From an optimization exercise on the open Yosys and OpenROAD flow, aimed at small area, a short achievable clock period and few clock cycles per item; shortcuts taken in it are not production practice.
Only simulation tests tie the RTL to the original design; equivalence was not proved.

Design newton_sqrt, start of the top module:
module newton_sqrt (
	input  wire logic        clk,
	input  wire logic        rst_n,
	input  wire logic        in_valid,
	output logic             in_ready,
	input  wire logic [31:0] in_a,
	input  wire logic [31:0] in_x0,
	output logic             out_valid,
	input  wire logic        out_ready,
	output logic [31:0]      out_root
);
	logic st_idle, st_init, st_mul, st_suba, st_abs, st_div, st_upd, st_out;
	logic [1:0]  step;	 
	logic [5:0]  cnt;	 
	logic [3:0]  bsel;	 
	logic        bneg;	 
	logic        ge;	 
	logic [31:0] a;
	logic [31:0] x;
	logic [33:0] x3;	 
	logic [63:0] w;	 
	logic [15:0] e;	 
	assign in_ready = st_idle;
	assign out_valid = st_out;
	assign out_root = x;
	logic [31:0] xsm;	 
	always_comb begin
		xsm[31] = x[31];
		for (int i = 30; i >= 0; i--) xsm[i] = xsm[i+1] | x[i];
	end
	logic [10:0] jtop;
	logic [10:0] dp;	 
	logic [10:0] dsel;	 
	logic [3:0]  bwin;
	logic [3:0]  bsel_d;
	logic        bneg_d;
	always_comb begin
		logic [35:0] ext;
		jtop[0] = ~xsm[2];
		for (int j = 1; j <= 9; j++) jtop[j] = xsm[3*j-1] & ~xsm[3*j+2];
		jtop[10] = xsm[29];
		dsel = st_init ? jtop : (dp >> 1);
		ext = {3'b000, x, 1'b0};	 
		bwin = 4'b0000;
		for (int k = 0; k <= 10; k++) bwin = bwin | (ext[3*k +: 4] & {4{dsel[k]}});
		bneg_d = bwin[3];
		bsel_d[0] = (bwin[1] ^ bwin[0]) & ~(bwin[3] ^ bwin[2]);
		bsel_d[1] = ~(bwin[1] ^ bwin[0]) & (bwin[2] ^ bwin[1]);
		bsel_d[2] = (bwin[1] ^ bwin[0]) & (bwin[3] ^ bwin[2]);
		bsel_d[3] = (bwin[3] ^ bwin[2]) & ~(bwin[2] ^ bwin[1]) & ~(bwin[1] ^ bwin[0]);
	end
	logic [34:0] b_op;
	logic [63:0] m_a;
	logic [63:0] m_b;
	logic        m_cin;
	logic [63:0] m_sum;
	logic        m_cout;
	logic [31:0] q;
	logic [31:0] x_new;
	assign q = {w[48:32], e[15:1]};
	always_comb begin
		b_op = ({3'b000, x} & {35{bsel[0]}}) | ({2'b00, x, 1'b0} & {35{bsel[1]}})
			| ({1'b0, x3} & {35{bsel[2]}}) | ({1'b0, x, 2'b00} & {35{bsel[3]}});
		m_a = {w[60:0], 3'b000};
		m_b = {{29{bneg}}, b_op ^ {35{bneg}}};
		m_cin = bneg;
		if (st_init) begin
			m_a = {32'd0, x};
		end
		if (st_suba) begin
  ...
export LEC_CHECK = 0
export CAP_MARGIN = 20
export CORE_MARGIN = 5
export CORE_UTILIZATION = 60
export SETUP_SLACK_MARGIN = 4
export SLEW_MARGIN = 20
create_clock -name core_clock -period 8.0 [get_ports {clk}]
run.sh (not shown) runs the stock make flow with config.mk's settings and CLKGATE_MAP_FILE= SYNTH_SCRIPT=/design/flow/synth_recipe.tcl, a recipe that flattens the netlist after the stock synthesis.
The starting point produced a clean layout.
Testbench counts at the start, summed over its fixed seeds: cycles 96,801, items 1,024.
==> next run, changes <==
- CORE_UTILIZATION: 60 -> 40
=> Count of clock-buffer cells in the layout goes down by 4; routed wire length goes up by a few percent; sequential cell count is unchanged; clock skew goes up by 0.0058 ns; utilization goes down by 24 points; sequential share of layout area goes down by 0.46 points.

* * *

newton_sqrt, a different RTL version from the one above (not shown whole).
Size in the first run: about 2,500 cells after synthesis, ~170 flip-flops, ~20,000 um2 of cells after synthesis.
// newton_sqrt
module newton_sqrt (
	input  wire logic        clk,
	input  wire logic        rst_n,
	input  wire logic        in_valid,
	output logic             in_ready,
	input  wire logic [31:0] in_a,
	input  wire logic [31:0] in_x0,
	output logic             out_valid,
	input  wire logic        out_ready,
	output logic [31:0]      out_root
);
clock: 8.0 ns
lec_check: 0
cap_margin: 20
core_margin: 5
core_utilization: 40
slew_margin: 20
The starting point finished with timing, DRC and antenna clean.
Testbench counts at the start, summed over its fixed seeds: cycles 110,644, items 1,024.
Edit:
- ABC_CLOCK_PERIOD_IN_PS: default -> 3000
- SETUP_SLACK_MARGIN: default -> 4.5
Result: Sequential share of layout area shrinks by 4.0 points. Via count rose by roughly a tenth. Register-to-register slack gains 0.69 ns. Routed wire length rises by roughly a tenth. Area after synthesis stays the same.

[re-timing with driven ports]
In the flow no input, the clock included, has a driving cell. The finished layouts below were timed again as built, in two steps. Step 1 (the two cells are an assumption about what drives the block):
set clk [get_ports {clk}]
set_driving_cell -lib_cell sky130_fd_sc_hd__clkbuf_16 $clk
set_driving_cell -lib_cell sky130_fd_sc_hd__buf_2 [delete_from_list [all_inputs] $clk]
Step 2 also shifts input and output timing later by t, the mid clock arrival at the registers, as if the neighbouring blocks saw the same clock. Three values: ideal, step 1, step 2; two values: the first two.
run	t, ns	setup slack, ns	worst register clock-pin slew, ns	worst data-port slew with drivers (ns)	pins driven straight from the clock port
the first run of note 1	0.609	3.524 / 3.524 / 3.524	0.07 / 0.07	0.05	1
the second run of note 1	0.625	3.782 / 3.782 / 3.782	0.06 / 0.06	0.05	1
the first run of note 2	0.563	0.406 / 0.406 / 0.406	0.08 / 0.08	0.08	1
the second run of note 2	0.573	1.093 / 1.093 / 1.093	0.09 / 0.09	0.05	1
After both steps setup and hold are still met in every run listed.
